From an optimization exercise on the open Yosys and OpenROAD flow, aimed at small area, a short achievable clock period and few clock cycles; shortcuts taken in it are not production practice.
The RTL was checked by simulation tests, not by an equivalence proof against the original design.
Power and IR drop assume default switching activity.

==> flow/design.v <==
function automatic [3:0] board_index(input [1:0] dir, input integer k, input integer i);
	integer r;
	integer c;
	integer idx;
	begin
		case (dir)
			2'd0: begin
				r = k;
				c = i;
			end
			2'd1: begin
				r = k;
				c = 4 - 1 - i;
			end
			2'd2: begin
				r = i;
				c = k;
			end
			default: begin  
				r = 4 - 1 - i;
				c = k;
			end
		endcase
		idx = r * 4 + c;
		board_index = idx[3:0];
	end
endfunction
module g2048_bus_regs (
	input  logic        clk,
	input  logic        rst_n,
	input  logic        cyc,
	input  logic        stb,
	input  logic        we,
	input  logic [4:0]  adr,
	input  logic [31:0] dat_w,
	output logic [31:0] dat_r,
	output logic        ack,
	output logic        move_valid,
	output logic [1:0]  move_dir,
	output logic [63:0] board,       
	input  logic [63:0] new_board,
	input  logic        done,
	input  logic        win,
	input  logic        lose
);
	logic [63:0] board_q;
	logic [31:0] status;
	logic        busy;
	logic        accept;
	logic        tile_sel;
	logic        wr_tile;
	logic        wr_move;
	logic [31:0] rd_data;
	assign accept   = cyc && stb && !ack && (!we || !busy);
	assign tile_sel = (adr[4] == 1'b0);  
	assign wr_tile  = accept && we && tile_sel;
	assign wr_move  = accept && we && (adr == 5'd16);
	assign status = {29'd0, lose, win, busy};  
	always_ff @(posedge clk) begin
		if (!rst_n) begin
			ack        <= 1'b0;
			busy       <= 1'b0;
			move_valid <= 1'b0;
		end else begin
			ack        <= accept;  
			move_valid <= wr_move;
			if (wr_move)
				busy <= 1'b1;
			else if (done)
				busy <= 1'b0;
		end
	end
	always_ff @(posedge clk) begin
		if (!rst_n) begin
			board_q <= '0;
		end else if (done) begin
			board_q <= new_board;
		end else if (wr_tile) begin
			board_q[4*adr[3:0] +: 4] <= dat_w[4-1:0];
		end
	end
	always_ff @(posedge clk) begin
		if (wr_move)
			move_dir <= dat_w[1:0];
	end
	assign board = board_q;
	always_comb begin
		rd_data = '0;
		if (tile_sel)
			rd_data[4-1:0] = board_q[4*adr[3:0] +: 4];
		else if (adr == 5'd17)
			rd_data = status;
	end
	always_ff @(posedge clk) begin
		if (accept && !we)
			dat_r <= rd_data;  
	end
endmodule
module board_orient (
	input  logic        clk,
	input  logic        rst_n,
	input  logic        in_valid,
	input  logic [1:0]  in_dir,
	input  logic [63:0] board,     
	output logic        out_valid,
	output logic [1:0]  out_dir,
	output logic [63:0] lines      
);
function automatic [3:0] board_index(input [1:0] dir, input integer k, input integer i);
	integer r;
	integer c;
	integer idx;
	begin
		case (dir)
			2'd0: begin
				r = k;
				c = i;
			end
			2'd1: begin
				r = k;
				c = 4 - 1 - i;
			end
			2'd2: begin
				r = i;
				c = k;
			end
			default: begin  
				r = 4 - 1 - i;
				c = k;
			end
		endcase
		idx = r * 4 + c;
		board_index = idx[3:0];
	end
endfunction
	logic [63:0] line_sel;
	logic [63:0] line_q;
	logic [1:0]  dir_q;
	logic        valid_q;
	always_comb begin
		for (int k = 0; k < 4; k++) begin
			for (int i = 0; i < 4; i++) begin
				line_sel[16*k + 4*i +: 4] = board[4*board_index(in_dir, k, i) +: 4];
			end
		end
	end
	always_ff @(posedge clk) begin
		if (!rst_n)
			valid_q <= 1'b0;
		else
			valid_q <= in_valid;
	end
	always_ff @(posedge clk) begin
		if (in_valid) begin
			dir_q  <= in_dir;
			line_q <= line_sel;
		end
	end
	assign out_valid = valid_q;
	assign out_dir   = dir_q;
	assign lines     = line_q;
endmodule
module line_merge (
	input  logic        clk,
	input  logic        rst_n,
	input  logic        in_valid,
	input  logic [15:0] line_in,    
	output logic        out_valid,
	output logic [15:0] result_line,
	output logic        result_changed
);
	logic [15:0] packed_in;
	logic [15:0] merged;
	logic [15:0] line_out;
	function automatic [15:0] pack_line(input [15:0] l);
		logic [15:0] p;
		logic [2:0]  k;
		begin
			p = '0;
			k = '0;
			for (int i = 0; i < 4; i++) begin
				if (l[4*i +: 4] != 4'd0) begin
					p[4*k[1:0] +: 4] = l[4*i +: 4];
					k = k + 3'd1;
				end
			end
			pack_line = p;
		end
	endfunction
	function automatic [15:0] merge_pairs(input [15:0] l);
		logic [15:0] m;
		begin
			m = l;
			for (int i = 0; i < 4 - 1; i++) begin
				if (m[4*i +: 4] != 4'd0 && m[4*i +: 4] == m[4*(i+1) +: 4]) begin
					m[4*i +: 4]     = m[4*i +: 4] + 4'd1;
					m[4*(i+1) +: 4] = 4'd0;  
				end
			end
			merge_pairs = m;
		end
	endfunction
	always_comb begin
		packed_in = pack_line(line_in);
		merged    = merge_pairs(packed_in);
		line_out  = pack_line(merged);
	end
	always_ff @(posedge clk) begin
		if (!rst_n)
			out_valid <= 1'b0;
		else
			out_valid <= in_valid;
	end
	always_ff @(posedge clk) begin
		if (in_valid) begin
			result_line    <= line_out;
			result_changed <= (line_out != line_in);
		end
	end
endmodule
module board_restore (
	input  logic        clk,
	input  logic        rst_n,
	input  logic        in_valid,
	input  logic [1:0]  dir,
	input  logic [63:0] result_lines,   
	input  logic [3:0]  result_changed,
	input  logic [63:0] old_board,
	output logic [63:0] new_board,
	output logic        done,
	output logic        win,
	output logic        lose
);
function automatic [3:0] board_index(input [1:0] dir, input integer k, input integer i);
	integer r;
	integer c;
	integer idx;
	begin
		case (dir)
			2'd0: begin
				r = k;
				c = i;
			end
			2'd1: begin
				r = k;
				c = 4 - 1 - i;
			end
			2'd2: begin
				r = i;
				c = k;
			end
			default: begin  
				r = 4 - 1 - i;
				c = k;
			end
		endcase
		idx = r * 4 + c;
		board_index = idx[3:0];
	end
endfunction
	localparam int CELLS = 4 * 4;
	logic [1:0]  dir_q;
	logic [63:0] assembled;
	logic [63:0] placed;
	logic [3:0]  lfsr;
	logic [3:0]  lfsr_next;
	logic        any_changed;
	logic        has_goal;
	logic        full;
	logic        has_pair;
	function automatic [63:0] place_tile(input [63:0] b, input [3:0] start);
		logic [63:0] r;
		logic [3:0]  idx;
		logic        found;
		begin
			r     = b;
			found = 1'b0;
			for (int off = 0; off < CELLS; off++) begin
				idx = start + off[3:0];
				if (!found && r[4*idx +: 4] == 4'd0) begin
					r[4*idx +: 4] = 4'd1;  
					found         = 1'b1;
				end
			end
			place_tile = r;
		end
	endfunction
	always_ff @(posedge clk) begin
		dir_q <= dir;
	end
	always_comb begin
		assembled   = '0;
		any_changed = |result_changed;
		for (int k = 0; k < 4; k++) begin
			for (int i = 0; i < 4; i++) begin
				assembled[4*board_index(dir_q, k, i) +: 4] = result_lines[16*k + 4*i +: 4];
			end
		end
	end
	assign lfsr_next = {lfsr[2:0], lfsr[3] ^ lfsr[2]};  
	assign placed    = any_changed ? place_tile(assembled, lfsr_next) : assembled;
	always_ff @(posedge clk) begin
		if (!rst_n) begin
			lfsr <= 4'b1001;
			done <= 1'b0;
		end else begin
			done <= in_valid;
			if (in_valid && any_changed)
				lfsr <= lfsr_next;  
		end
	end
	always_ff @(posedge clk) begin
		if (in_valid)
			new_board <= placed;
	end
	always_comb begin
		has_goal = 1'b0;
		full     = 1'b1;
		has_pair = 1'b0;
		for (int q = 0; q < CELLS; q++) begin
			if (old_board[4*q +: 4] == 4'd0)
				full = 1'b0;
			if (old_board[4*q +: 4] == 11)
				has_goal = 1'b1;
		end
		for (int r = 0; r < 4; r++) begin
			for (int c = 0; c < 4 - 1; c++) begin
				if (old_board[4*(r*4 + c) +: 4] == old_board[4*(r*4 + c + 1) +: 4])
					has_pair = 1'b1;  
			end
		end
		for (int r = 0; r < 4 - 1; r++) begin
			for (int c = 0; c < 4; c++) begin
				if (old_board[4*(r*4 + c) +: 4] == old_board[4*((r+1)*4 + c) +: 4])
					has_pair = 1'b1;  
			end
		end
	end
	assign win  = has_goal;
	assign lose = full && !has_pair;
endmodule
module g2048_top (
	input  logic        clk,
	input  logic        rst_n,
	input  logic        cyc,
	input  logic        stb,
	input  logic        we,
	input  logic [4:0]  adr,
	input  logic [31:0] dat_w,
	output logic [31:0] dat_r,
	output logic        ack
);
	logic        move_valid;
	logic [1:0]  move_dir;
	logic [63:0] board;
	logic        lines_valid;
	logic [1:0]  lines_dir;
	logic [63:0] lines;
	logic [63:0] merged_lines;
	logic [3:0]  merged_changed;
	logic [3:0]  merge_valid;
	logic [63:0] new_board;
	logic        done;
	logic        win;
	logic        lose;
	g2048_bus_regs u_bus (
		.clk        (clk),
		.rst_n      (rst_n),
		.cyc        (cyc),
		.stb        (stb),
		.we         (we),
		.adr        (adr),
		.dat_w      (dat_w),
		.dat_r      (dat_r),
		.ack        (ack),
		.move_valid (move_valid),
		.move_dir   (move_dir),
		.board      (board),
		.new_board  (new_board),
		.done       (done),
		.win        (win),
		.lose       (lose)
	);
	board_orient u_orient (
		.clk       (clk),
		.rst_n     (rst_n),
		.in_valid  (move_valid),
		.in_dir    (move_dir),
		.board     (board),
		.out_valid (lines_valid),
		.out_dir   (lines_dir),
		.lines     (lines)
	);
	for (genvar g = 0; g < 4; g++) begin : g_merge
		line_merge u_merge (
			.clk            (clk),
			.rst_n          (rst_n),
			.in_valid       (lines_valid),
			.line_in        (lines[16*g +: 16]),
			.out_valid      (merge_valid[g]),
			.result_line    (merged_lines[16*g +: 16]),
			.result_changed (merged_changed[g])
		);
	end
	board_restore u_restore (
		.clk            (clk),
		.rst_n          (rst_n),
		.in_valid       (&merge_valid),  
		.dir            (lines_dir),
		.result_lines   (merged_lines),
		.result_changed (merged_changed),
		.old_board      (board),
		.new_board      (new_board),
		.done           (done),
		.win            (win),
		.lose           (lose)
	);
endmodule
==> flow/run.sh <==
#!/bin/bash
# synth_recipe.tcl (not shown) runs the flow's synth.tcl, then flattens the netlist and writes it again
# the make line also repeats each setting of config.mk as NAME=value (left out here)
make -C /OpenROAD-flow-scripts/flow DESIGN_CONFIG=/design/flow/config.mk WORK_HOME=/design/flow/orfs CLKGATE_MAP_FILE= SYNTH_SCRIPT=/design/flow/synth_recipe.tcl finish
==> flow/config.mk <==
export PLATFORM = sky130hd
export DESIGN_NAME = g2048_top
export DESIGN_NICKNAME = g2048_top
export VERILOG_FILES = /design/flow/design.v
export SDC_FILE = /design/flow/constraint.sdc
export NUM_CORES = 8
export LEC_CHECK = 0
export CAP_MARGIN = 20
export CORE_MARGIN = 2
export CORE_UTILIZATION = 40
export SLEW_MARGIN = 20
==> flow/constraint.sdc <==
create_clock -name core_clock -period 30.0 [get_ports {clk}]
set_input_delay 6.0000 -clock core_clock [delete_from_list [all_inputs] [get_ports {clk}]]
set_output_delay 6.0000 -clock core_clock [all_outputs]
set_load 0.01 [all_outputs]
==> flow_metrics.env <==
export IMPL_post_cts_buffers=0
export IMPL_dr_max_layer_used="met5"
export IMPL_wl_met3_um=48300
export IMPL_routed_via_density=7.80
export IMPL_boundaryPins=75
export IMPL_worst_r2r_cell_count=80
export IMPL_hp_start="u_orient.dir_q[1]"
export IMPL_worst_slew_pin_slew_ps=1380
export IMPL_nNetsFinal=5899
export IMPL_cts_inserted_buffers=26
export IMPL_coreArea_um2=104000
export IMPL_finalNonFillerCells=7165
export IMPL_hold_path_end="u_restore.dir_q[1]"
export IMPL_max_freq_mhz=34.8
export IMPL_status="timing/DRC/antenna clean"
export IMPL_worst_r2r_setup_slack_ps=1290
export IMPL_p_leak_nw=16.9
export IMPL_maxSlewViolCount=0
export IMPL_p_switching_mw=0.175
export IMPL_seq_area_frac_synth_pct=18.2
export IMPL_regToRegEndpoint="u_restore.new_board[24]"
export IMPL_async_flop_share_pct=0
export IMPL_cap_violations=0
export IMPL_syn2layout_area_growth_pct=9.98
export IMPL_path_clk_slew_ps=70
export IMPL_grt_pass1_wl_um=403000
export IMPL_dieArea_um2=107000
export IMPL_power_frac_comb_pct=4.4
export IMPL_r2r_start="u_restore.dir_q[1]"
export IMPL_worstSetupPathType="reg -> reg"
export IMPL_hpwlAfterDp_um=219000
export IMPL_grt_max_degree=130
export IMPL_syn_instance_count=5753
export IMPL_finalCritPeriodShare_pct=95.7
export IMPL_vias=55900
export IMPL_wl_per_cell_um=41.4
export IMPL_synth_edf_count=204
export IMPL_synth_flop_cell="edfxtp_1"
export IMPL_holdPathStages=0
export IMPL_skew_ps=18.9
export IMPL_cts_hold_buf=0
export IMPL_crit_path_frequent_cell="buf_4"
export IMPL_drc=0
export IMPL_hp_class="reg -> reg"
export IMPL_ctsResizeCount=0
export IMPL_layout_drive_gt1_share_pct=12.5
export IMPL_clockBufferDepth=3
export IMPL_slew_limit_headroom_pct=7.78
export IMPL_route_met2_wl_um=112000
export IMPL_initial_core_util_pct=40.4
export IMPL_slowest_delay_ps=950
export IMPL_h_tree_depth=1
export IMPL_cts_root_buffer_cell="clkbuf_16"
export IMPL_synth_avg_cell_area_um2=7.28
export IMPL_cp_slowest_cell="a221oi_1"
export IMPL_switching_share_pct=22.6
export IMPL_io_buffers=18
export IMPL_die_w_um=328
export IMPL_synth_distinct_cells=130
export IMPL_dp_cells=7084
export IMPL_ant_nets=0
export IMPL_overflow=0
export IMPL_cts_tree="yes"
export IMPL_dieHeight_um=328
export IMPL_seqPwrFrac_pct=53.0
export IMPL_antenna_found_initial=40
export IMPL_num_rows=118
export IMPL_drt_met1_wl_um=103000
export IMPL_clkLatencyLatePin_ps=570
export IMPL_powerDensity_nw_per_um2=16.8
export IMPL_ys_warn_count=4
export IMPL_syn_area_um2=41900
export IMPL_setup_violations=0
export IMPL_fin_setup_tns_ps=0
export IMPL_first_iter_violations=10600
export IMPL_clkSinkCount=280
export IMPL_crit_required_ps=30440
export IMPL_worst_setup_path_start_kind="flop"
export IMPL_grt_pass1_vias=50300
export IMPL_first_pass_iters=14
export IMPL_period_minus_slack_ps=28710
export IMPL_finalHoldViolations=0
export IMPL_place_congestion=1.18
export IMPL_rsz0062_at_grt="no"
export IMPL_pwr_share_clk_pct=42.6
export IMPL_end_kind="flop"
export IMPL_routed_wl_um=297000
export IMPL_synth_seq_cells=280
export IMPL_ir_worst_vdd_uv=44.3
export IMPL_cp_arrival_ps=29140
export IMPL_internal_power_mw=0.601
export IMPL_critPathMaxFanout=47
export IMPL_grtUsageTotal_pct=52.9
==> metal layers <==
| metal | vias to the layer above | GRT usage [%] |
|---|---|---|
| li1 | 22000 | - |
| met1 | 26500 | 61.0 |
| met2 | 5485 | 71.5 |
| met3 | 1882 | 28.2 |
| met4 | 22 | 43.8 |
| met5 | - | 0.266 |
==> final cells by class <==
class / count / area [um^2]
Antenna cell: 30 / 75.1
Clock buffer: 37 / 734
Clock inverter: 11 / 88.8
Fill cell: 10700 / 57700
Inverter: 175 / 657
Multi-Input combinational cell: 4833 / 31900
Sequential cell: 280 / 7660
Tap cell: 1380 / 1730
Timing Repair Buffer: 419 / 3270
==> cells by family (layout without fill, tap and decap cells) <==
group / Yosys count / count (layout) / synth area share (%)
mux: 120 / 120 / 4.50
flops: 280 / 280 / 18.2
other cells: 1 / 58 / 0.00895
fa+ha+maj: 122 / 122 / 3.64
xor+xnor: 226 / 226 / 4.72
buf+inv: 667 / 642 / 6.60
simple gates: 2560 / 2560 / 31.7
compound gates: 1777 / 1777 / 30.6
==> Yosys cell counts, drive strengths merged, types with 96 or more instances <==
library cell	n	area [um^2]
nand4	138	863
inv	169	634
clkbuf	354	1330
nand3	244	1230
a21oi	277	1410
nand2	629	2360
nor4	108	676
buf	138	774
and3	96	601
ha	122	1530
edfxtp	204	6130
xnor2	132	1160
and2	184	1160
nor2	475	1790
o21ai	343	1730
a31oi	144	950
nor3	205	1040
==> cell usage in the layout, fill, tap and decap left out, drive strengths merged, types with 38 or more instances in the layout <==
cell type / Yosys / layout
a31oi: 144 / 144
nand3b: 46 / 46
a21oi: 277 / 277
mux2i: 40 / 40
or2: 45 / 45
o31ai: 61 / 61
nor2b: 67 / 67
and3: 96 / 96
o221ai: 38 / 38
and2: 184 / 184
xor2: 94 / 94
inv: 169 / 170
nor3: 205 / 205
o21ai: 343 / 343
or3: 56 / 56
dfxtp: 76 / 76
ha: 122 / 122
mux4: 52 / 52
edfxtp: 204 / 204
xnor2: 132 / 132
nand4: 138 / 138
a211oi: 75 / 75
clkbuf: 354 / 39
nand2b: 66 / 66
nor2: 475 / 475
a21o: 50 / 50
a22o: 56 / 56
o211ai: 84 / 84
nand2: 629 / 629
nand3: 244 / 244
a22oi: 89 / 89
buf: 138 / 400
a32oi: 49 / 49
nor4: 108 / 108
==> sequential cells by signal (all words and copies together), names as in the netlist, 2 cells and up <==
register                        count
u_restore.lfsr                      4
g_merge.u_merge.result_line        64
u_bus.move_dir                      2
u_bus.board_q                      64
u_bus.dat_r                         4
u_restore.new_board                64
g_merge.u_merge.result_changed      4
u_orient.dir_q                      2
u_orient.line_q                    64
u_restore.dir_q                     2
==> worst max path at each step <==
stage / startpoint / endpoint / slack, ps / cells after the start
5_1_grt: u_restore.dir_q[0] / u_restore.new_board[24] / 1810 / 80
3_5_place_dp: u_restore.dir_q[1] / u_restore.new_board[24] / 3870 / 81
4_1_cts: u_restore.dir_q[1] / u_restore.new_board[24] / 3790 / 81
3_3_place_gp: u_restore.dir_q[1] / u_restore.new_board[24] / 3510 / 82
2_1_floorplan: u_restore.lfsr[2] / u_restore.new_board[40] / 10750 / 82
6_report: u_restore.dir_q[1] / u_restore.new_board[24] / 1290 / 80
==> worst max-delay path: cells and delay by family, from the launching register on <==
family | cells | cell delay [ps]
AOI/OAI and AO/OA | 45 | 15810
and+or+nand+nor | 17 | 7250
buffers and inverters | 16 | 3830
DFF | 1 | 760
adders and majority gates | 2 | 670
==> stage by stage <==
stage | area, um^2 | total power, mW | util (%) | hold slack [ps] | setup WS [ps]
floorplan | 42000 | 0.442 | - | 323 | 10750
global placement | 45100 | 0.452 | 43.4 | 326 | 3510
detailed placement | 45100 | 0.452 | 43.4 | 336 | 3870
CTS | 45900 | 0.780 | 44.2 | 350 | 3790
global route | 46000 | 0.798 | 44.3 | 352 | 1810
finish | 46100 | 0.776 | 44.4 | 350 | 1290
==> power groups by stage <==
stage / clock network, mW / logic (mW) / registers [mW]
detailed placement: 0 / 0.0319 / 0.420
floorplan: 0 / 0.0223 / 0.419
finish: 0.331 / 0.0340 / 0.412
global route: 0.351 / 0.0353 / 0.411
global placement: 0 / 0.0318 / 0.420
CTS: 0.336 / 0.0320 / 0.411
Testbench counts, summed over its fixed seeds: cycles 74,912.

[separate check: timing with driven ports]
No port has a modelled driver above. Below, the same layout with a new extraction and two added sets of constraints.
Step 1 assumes that a clkbuf_16 drives the clock port and a buf_2 every other input.
Step 2 moves the port delays by t, midway between the first and last clock arrival at a register: inputs arrive t later, outputs are due t later. That takes back most of the time a late clock gives input paths.
Three values: ideal ports, drivers, drivers and shift; two values: the first two.
shift t [ns]: 0.617
slack for setup (ns): 1.294 / 1.294 / 1.294
hold WS [ns]: 0.350 / 0.350 / 0.350
worst data-port slew with drivers (ns): 0.04
pins driven straight from the clock port: 1
After both steps setup and hold are still met in this run. For this run, drivers alone change the setup slack by 0.000 ns; drivers and shift together by 0.000 ns.
